From an optimization exercise on the open Yosys and OpenROAD flow, aimed at small area and a short achievable clock period; shortcuts taken in it are not production practice. The RTL was checked by simulation tests, not by an equivalence proof against the original design. Power figures rest on the tool's default switching activity, not on a simulated workload.

==> design/flow/design.v <==
package mips_pkg;
	typedef struct packed {
		logic [5:0] opcode;
		logic [4:0] rs;
		logic [4:0] rt;
		logic [4:0] rd;
		logic [4:0] shamt;  
		logic [5:0] funct;
	} r_fmt_t;
	typedef struct packed {
		logic [5:0]  opcode;
		logic [4:0]  rs;
		logic [4:0]  rt;
		logic [15:0] imm;
	} i_fmt_t;
	typedef union packed {
		r_fmt_t r;
		i_fmt_t i;
	} instr_t;
	typedef enum logic [3:0] {
		ALU_AND = 4'b0000,
		ALU_OR  = 4'b0001,
		ALU_ADD = 4'b0010,
		ALU_SUB = 4'b0110,
		ALU_SLT = 4'b0111
	} alu_op_t;
	typedef enum logic [1:0] {
		CLS_ADD   = 2'b00,  
		CLS_SUB   = 2'b01,  
		CLS_FUNCT = 2'b10   
	} alu_class_t;
	typedef struct packed {
		logic    reg_dst;     
		logic    branch;      
		logic    mem_read;
		logic    mem_to_reg;  
		logic    mem_write;
		logic    alu_src;     
		logic    reg_write;
		alu_op_t alu_op;
	} ctrl_t;
endpackage
module alu (
	input  logic [32-1:0] a,
	input  logic [32-1:0] b,
	input  mips_pkg::ctrl_t                     cs,
	output logic [32-1:0] result,
	output logic                   zero
);
	logic [32-1:0] sum;
	logic [32-1:0] diff;
	logic                   less;  
	assign sum  = a + b;
	assign diff = a - b;
	assign less = $signed(a) < $signed(b);
	always_comb begin
		case (cs.alu_op)
			mips_pkg::ALU_AND: result = a & b;
			mips_pkg::ALU_OR:  result = a | b;
			mips_pkg::ALU_ADD: result = sum;
			mips_pkg::ALU_SUB: result = diff;
			mips_pkg::ALU_SLT: result = {{(32-1){1'b0}}, less};
			default:           result = '0;
		endcase
	end
	assign zero = (result == '0);
endmodule
module control (
	input  mips_pkg::instr_t instr,
	output mips_pkg::ctrl_t             cs
);
	mips_pkg::alu_class_t alu_class;
	always_comb begin
		cs.reg_dst    = 1'b0;
		cs.branch     = 1'b0;
		cs.mem_read   = 1'b0;
		cs.mem_to_reg = 1'b0;
		cs.mem_write  = 1'b0;
		cs.alu_src    = 1'b0;
		cs.reg_write  = 1'b0;  
		alu_class     = mips_pkg::CLS_ADD;
		case (instr.i.opcode)
			6'b000000: begin
				cs.reg_dst   = 1'b1;
				cs.reg_write = 1'b1;
				alu_class    = mips_pkg::CLS_FUNCT;
			end
			6'b100011: begin
				cs.mem_read   = 1'b1;
				cs.mem_to_reg = 1'b1;
				cs.alu_src    = 1'b1;  
				cs.reg_write  = 1'b1;
			end
			6'b101011: begin
				cs.mem_write = 1'b1;
				cs.alu_src   = 1'b1;
			end
			6'b000100: begin
				cs.branch = 1'b1;
				alu_class = mips_pkg::CLS_SUB;  
			end
			6'b001000: begin
				cs.alu_src   = 1'b1;
				cs.reg_write = 1'b1;
			end
			default: ;
		endcase
	end
	always_comb begin
		case (alu_class)
			mips_pkg::CLS_SUB: cs.alu_op = mips_pkg::ALU_SUB;
			mips_pkg::CLS_FUNCT: begin
				case (instr.r.funct)
					6'b100000: cs.alu_op = mips_pkg::ALU_ADD;
					6'b100010: cs.alu_op = mips_pkg::ALU_SUB;
					6'b100100: cs.alu_op = mips_pkg::ALU_AND;
					6'b100101:  cs.alu_op = mips_pkg::ALU_OR;
					6'b101010: cs.alu_op = mips_pkg::ALU_SLT;
					default: cs.alu_op = mips_pkg::ALU_ADD;
				endcase
			end
			default: cs.alu_op = mips_pkg::ALU_ADD;  
		endcase
	end
endmodule
module pc_unit (
	input  logic                   clock,
	input  logic                   rst_n,
	input  logic                   branch_taken,
	input  logic [15:0]            imm,
	output logic [32-1:0] pc
);
	logic [32-1:0] pc_plus4;
	logic [32-1:0] br_offset;
	logic [32-1:0] br_target;
	logic [32-1:0] pc_next;
	assign pc_plus4 = pc + 32'd4;
	assign br_offset = {{(32-18){imm[15]}}, imm, 2'b00};
	assign br_target = pc_plus4 + br_offset;  
	assign pc_next = branch_taken ? br_target : pc_plus4;
	always_ff @(posedge clock) begin
		if (!rst_n) begin
			pc <= '0;  
		end else begin
			pc <= pc_next;
		end
	end
endmodule
module regfile (
	input  logic                       clock,
	input  logic                       rst_n,
	input  logic [5-1:0] rs,
	input  logic [5-1:0] rt,
	input  logic [5-1:0] wr_addr,
	input  logic [32-1:0]     wr_data,
	input  mips_pkg::ctrl_t                         cs,
	output logic [32-1:0]     rd1,
	output logic [32-1:0]     rd2
);
	localparam int NUM_REGS = 1 << 5;
	logic [32-1:0] regs [NUM_REGS];
	always_ff @(posedge clock) begin
		if (!rst_n) begin
			for (int i = 0; i < NUM_REGS; i++) begin
				regs[i] <= '0;
			end
		end else if (cs.reg_write && (wr_addr != '0)) begin
			regs[wr_addr] <= wr_data;  
		end
	end
	assign rd1 = (rs == '0) ? '0 : regs[rs];
	assign rd2 = (rt == '0) ? '0 : regs[rt];
endmodule
module i_mem #(
	parameter int DEPTH = 64
) (
	input  logic                     clock,
	input  logic                     rst_n,
	input  logic                     we,
	input  logic [$clog2(DEPTH)-1:0] waddr,  
	input  logic [32-1:0]   wdata,
	input  logic [32-1:0]   pc,
	output mips_pkg::instr_t         instr
);
	localparam int AW = $clog2(DEPTH);
	logic [32-1:0] mem [DEPTH];
	always_ff @(posedge clock) begin
		if (!rst_n && we) begin
			mem[waddr] <= wdata;
		end
	end
	assign instr = mem[pc[AW+1:2]];  
endmodule
module d_mem #(
	parameter int DEPTH = 64
) (
	input  logic                   clock,
	input  logic                   rst_n,
	input  logic [32-1:0] addr,   
	input  logic [32-1:0] wdata,
	input  mips_pkg::ctrl_t                     cs,
	output logic [32-1:0] rdata
);
	localparam int AW = $clog2(DEPTH);
	logic [32-1:0] mem [DEPTH];
	logic [AW-1:0]          idx;
	assign idx = addr[AW+1:2];
	always_ff @(posedge clock) begin
		if (rst_n && cs.mem_write) begin
			mem[idx] <= wdata;
		end
	end
	assign rdata = cs.mem_read ? mem[idx] : '0;
endmodule
module mips (
	input  logic                           clock,
	input  logic                           rst_n,
	input  logic                           imem_we,     
	input  logic [$clog2(64)-1:0] imem_addr,   
	input  logic [32-1:0]         imem_wdata,
	output logic [32-1:0]         pc,
	output logic [32-1:0]         alu_result,
	output logic [32-1:0]         data_mem
);
	mips_pkg::instr_t instr;
	logic [32-1:0]     rd1;
	logic [32-1:0]     rd2;
	logic [32-1:0]     imm_ext;  
	logic [32-1:0]     alu_b;
	logic [32-1:0]     wb_data;
	logic [5-1:0] wr_addr;
	logic                       zero;
	logic                       branch_taken;
	mips_pkg::ctrl_t cs;
	pc_unit mips_pc (
		.clock        (clock),
		.rst_n        (rst_n),
		.branch_taken (branch_taken),
		.imm          (instr.i.imm),
		.pc           (pc)
	);
	i_mem #(.DEPTH(64)) mips_i_mem (
		.clock (clock),
		.rst_n (rst_n),
		.we    (imem_we),
		.waddr (imem_addr),
		.wdata (imem_wdata),
		.pc    (pc),
		.instr (instr)
	);
	control mips_control (
		.instr (instr),
		.cs    (cs)
	);
	assign wr_addr = cs.reg_dst ? instr.r.rd : instr.i.rt;  
	assign wb_data = cs.mem_to_reg ? data_mem : alu_result;  
	regfile mips_regfile (
		.clock   (clock),
		.rst_n   (rst_n),
		.rs      (instr.r.rs),
		.rt      (instr.r.rt),
		.wr_addr (wr_addr),
		.wr_data (wb_data),
		.cs      (cs),
		.rd1     (rd1),
		.rd2     (rd2)
	);
	assign imm_ext = {{(32-16){instr.i.imm[15]}}, instr.i.imm};
	assign alu_b   = cs.alu_src ? imm_ext : rd2;
	alu mips_alu (
		.a      (rd1),
		.b      (alu_b),
		.cs     (cs),
		.result (alu_result),
		.zero   (zero)
	);
	assign branch_taken = cs.branch & zero;  
	d_mem #(.DEPTH(64)) mips_d_mem (
		.clock (clock),
		.rst_n (rst_n),
		.addr  (alu_result),
		.wdata (rd2),  
		.cs    (cs),
		.rdata (data_mem)
	);
endmodule
==> design/flow/run.sh <==
#!/bin/bash
# synth_recipe.tcl (not shown) runs the flow's synth.tcl, then flattens the netlist and writes it again
# the make line also repeats each setting of config.mk as NAME=value (left out here)
make -C /OpenROAD-flow-scripts/flow DESIGN_CONFIG=/design/flow/config.mk WORK_HOME=/design/flow/orfs CLKGATE_MAP_FILE= SYNTH_SCRIPT=/design/flow/synth_recipe.tcl finish
==> design/flow/config.mk <==
export PLATFORM = sky130hd
export DESIGN_NAME = mips
export DESIGN_NICKNAME = mips
export VERILOG_FILES = /design/flow/design.v
export SDC_FILE = /design/flow/constraint.sdc
export NUM_CORES = 4
export LEC_CHECK = 0
export CAP_MARGIN = 20
export CORE_MARGIN = 2
export CORE_UTILIZATION = 25
export PLACE_DENSITY = 0.4
export SLEW_MARGIN = 20
==> design/flow/constraint.sdc <==
create_clock -name core_clock -period 14.0 [get_ports {clock}]
set_input_delay 2.8000 -clock core_clock [delete_from_list [all_inputs] [get_ports {clock}]]
set_output_delay 2.8000 -clock core_clock [all_outputs]
set_load 0.01 [all_outputs]
==> metrics.cfg <==
[run_status]
outcome=complete, no violations

[cts]
clk_pin_slew_ps=60
cts-root-buf=clkbuf_16
tritoncts=yes
cts_buffers=581
cts_hold_buf=0
clock_latency_ps=1110
htreeDepth=6
cts_num_sinks=5150
clock_path_buffers=4

[sta]
layout_setup_ws_ps=112
holdWs_ps=697
hold_viol=0
final.setup_skew_ps=95.3
setup_violations=0
slew_viol_final=0
period_share_pct=99.2
max_freq_mhz=72.0
period_needed_ps=13890
worst_pin_slew_ps=1230
slew-limit-headroom_pct=17.5
grt_setup_unrepaired=yes

[worst_setup_path]
worstPathMaxFanout=47
r2r_start=mips_pc.pc[2]
endpoint=data_mem[16]
crit_path_start=mips_pc.pc[2]
crit_required_ps=11200
cp_data_arrival_time_ps=11090
worstSetupPathType=register to primary output
start_kind=register
r2r_slack_ps=2810
r2r-end=mips_pc.pc[3]
crit_path_max_incr_delay_ps=780
r2r_cells=29
cpMaxStageDelayCell=mux4_4
worst_setup_path_end_kind=primary output

[die]
core-area_sq_mm=0.867
fp-row-count=342
die_h_um=936
fp.dieW_um=936
dieArea_sq_mm=0.877
pin_count=137
start_util_pct=25.1

[global_routing]
antenna_found_initial=80
grt_max_degree=103
grt_overflow=0
use_met2_pct=29.9
grt_util_all_layers_pct=19.2
grt_first_pass_wirelength_um=1160000
grtUsageMet3_pct=3.54
grt_use_met1_pct=27.5
top_usage_layer=met2
grt_pass1_vias=127000

[finish]
syn_to_final_growth_pct=18.5
layout_common_cells=5120 x edfxtp_1, 1246 x mux4_2, 1170 x nor2_1
final_common_cell=edfxtp_1
layout.nets=13300
drive_above_1_share_pct=25.8

[synth]
synth_cell_type_count=94
synth_edf_count=5120
synthFlopType=edfxtp_1
netlist_area_sq_mm=0.217
yosys_warnings=6
netlist_instances=12400
synth_area_per_cell_sq_um=17.5
ys_seq_elements=5150
yosysSeqAreaShare_pct=71.0
async_reset_ff_share_pct=0

[pwr]
power.total_uw=55200
pwr_density_cell_mw_per_mm2=214
peakVddDrop_uv=228
cellLeakagePower_uw=0.0819

[drt]
wl_per_cell_um=34.6
vias_per_cell=5.10
firstDrtPassIters=6
via_count=128000
post-route-drc-count=0
wl_um=868000
drtIter0Drc=15200
antenna_left=0

[placement]
routabilityCongestion=0.806
pre_cts_slack_ps=-409
numPortBuffers=134
dp_hpwl_um=511000

[job]
cap_violations=0

[hold_path]
hold_path_class=register to register

state kept, by name, summed over array words and instances, names as in the netlist:
signal and flops:
mips_pc.pc 30, mips_i_mem.mem 2048, mips_d_mem.mem 2048, mips_regfile.regs 1024
routing by layer:
| metal | part of all wire [%] | routed length [um] |
|---|---|---|
| met3 | 7.1 | 61700 |
| met2 | 45 | 394000 |
| met1 | 45 | 387000 |
| met4 | 2.9 | 24900 |
| met5 | 0.022 | 188 |
through the flow:
stage	setup TNS (ps)	utilization [%]	cell area (sq um)	instances
final	0	29.7	258000	25100
after floorplan	0	-	218000	12500
after CTS	-152	29.6	257000	25000
after global routing	-74.0	29.7	258000	25100
after global placement	-2850	27.4	238000	23900
after detailed placement	-2180	27.4	238000	23900
report_power, final:
| group | switching (uW) | leakage, uW | total, uW | internal, uW |
|---|---|---|---|---|
| registers | 64.5 | 0.0478 | 17700 | 17700 |
| clock network | 6610 | 0.00874 | 14900 | 8270 |
| logic | 15900 | 0.0254 | 22600 | 6660 |
Yosys cell counts (46+ instances only):
cell type	n	area, sq um
a22oi_1	145	1090
o21ai_0	164	821
a21oi_1	260	1300
edfxtp_1	5120	154000
buf_2	170	851
and3_1	57	357
buf_1	155	582
mux2i_1	344	3440
nor2_1	1354	5080
or2_2	46	288
mux2_2	203	2290
o211ai_1	95	713
o22ai_1	52	325
a211oi_1	52	390
a31oi_1	52	325
inv_1	150	563
nand3_1	192	961
clkbuf_1	566	2120
a221oi_1	168	1470
a221o_1	50	500
o2bb2ai_1	47	412
nor3_1	65	325
nand2_1	783	2940
ha_1	128	1600
nor2b_1	56	350
mux4_2	1252	28200
xnor2_1	46	403
area by class of cell:
class | instances | area, sq um
fill | 85400 | 609000
sequential | 5150 | 154000
multi-input combinational | 6257 | 61400
clock buffer | 723 | 15300
tap | 11500 | 14400
timing repair buffer | 932 | 8720
clock inverter | 308 | 2790
inverter | 158 | 684
antenna | 24 | 60.1
timing repair inverter | 1 | 8.76
critical path, delay by kind of cell, from the launching register on:
family	cells	cell delay, ps
adders and majority gates	2	780
muxes	7	3450
buffers and inverters	9	2330
AOI/OAI and AO/OA	7	1700
xor gates and xnor gates	1	300
and+or+nand+nor	2	550
DFF	1	450
how the worst min path moves through the flow:
stage                     cells after the start        endpoint      startpoint  slack, ps
final                                         3  mips_pc.pc[30]  mips_pc.pc[30]        700
after global routing                          3  mips_pc.pc[31]  mips_pc.pc[31]        740
after CTS                                     3  mips_pc.pc[31]  mips_pc.pc[31]        700
after detailed placement                      3  mips_pc.pc[31]  mips_pc.pc[31]        680
after global placement                        3  mips_pc.pc[31]  mips_pc.pc[31]        680
after floorplan                               3  mips_pc.pc[26]  mips_pc.pc[26]        690
cell families after synthesis:
group	synth area share [%]
adder cells (fa/ha/maj)	0.764
AO/OA/AOI/OAI	5.16
XOR/XNOR	0.274
multiplexers	15.6
AND/OR/NAND/NOR	5.21
buffers and inverters	1.97
other	0.00173
flip-flops	71.0
timing repair:
action,in CTS,in global routing
pin swaps,11,14
cloned,8,4
gates resized for setup,49,47
hold endpoints to repair,0,0
setup endpoints to repair,44,40
setup buffers,41,30

[separate check: timing with driven ports]
No port has a modelled driver above. Below, the same layout with a new extraction and two added sets of constraints.
Step 1 (the two cells are an assumption about what drives the block):
set clk [get_ports {clock}]
set_driving_cell -lib_cell sky130_fd_sc_hd__clkbuf_16 $clk
set_driving_cell -lib_cell sky130_fd_sc_hd__buf_2 [delete_from_list [all_inputs] $clk]
Step 2 also shifts input and output timing later by t, the mid clock arrival at the registers, as if the neighbouring blocks saw the same clock.
Slacks: ideal ports / drivers / drivers and shift; pairs: ideal ports / drivers.
t (ns): 1.210
setup slack, ns: 0.112 / -0.038 / 1.172
worst setup path after step 2: register to output
After both steps this run still meets setup and hold. For this run, drivers alone change the setup slack by -0.150 ns; drivers and shift together by +1.060 ns.
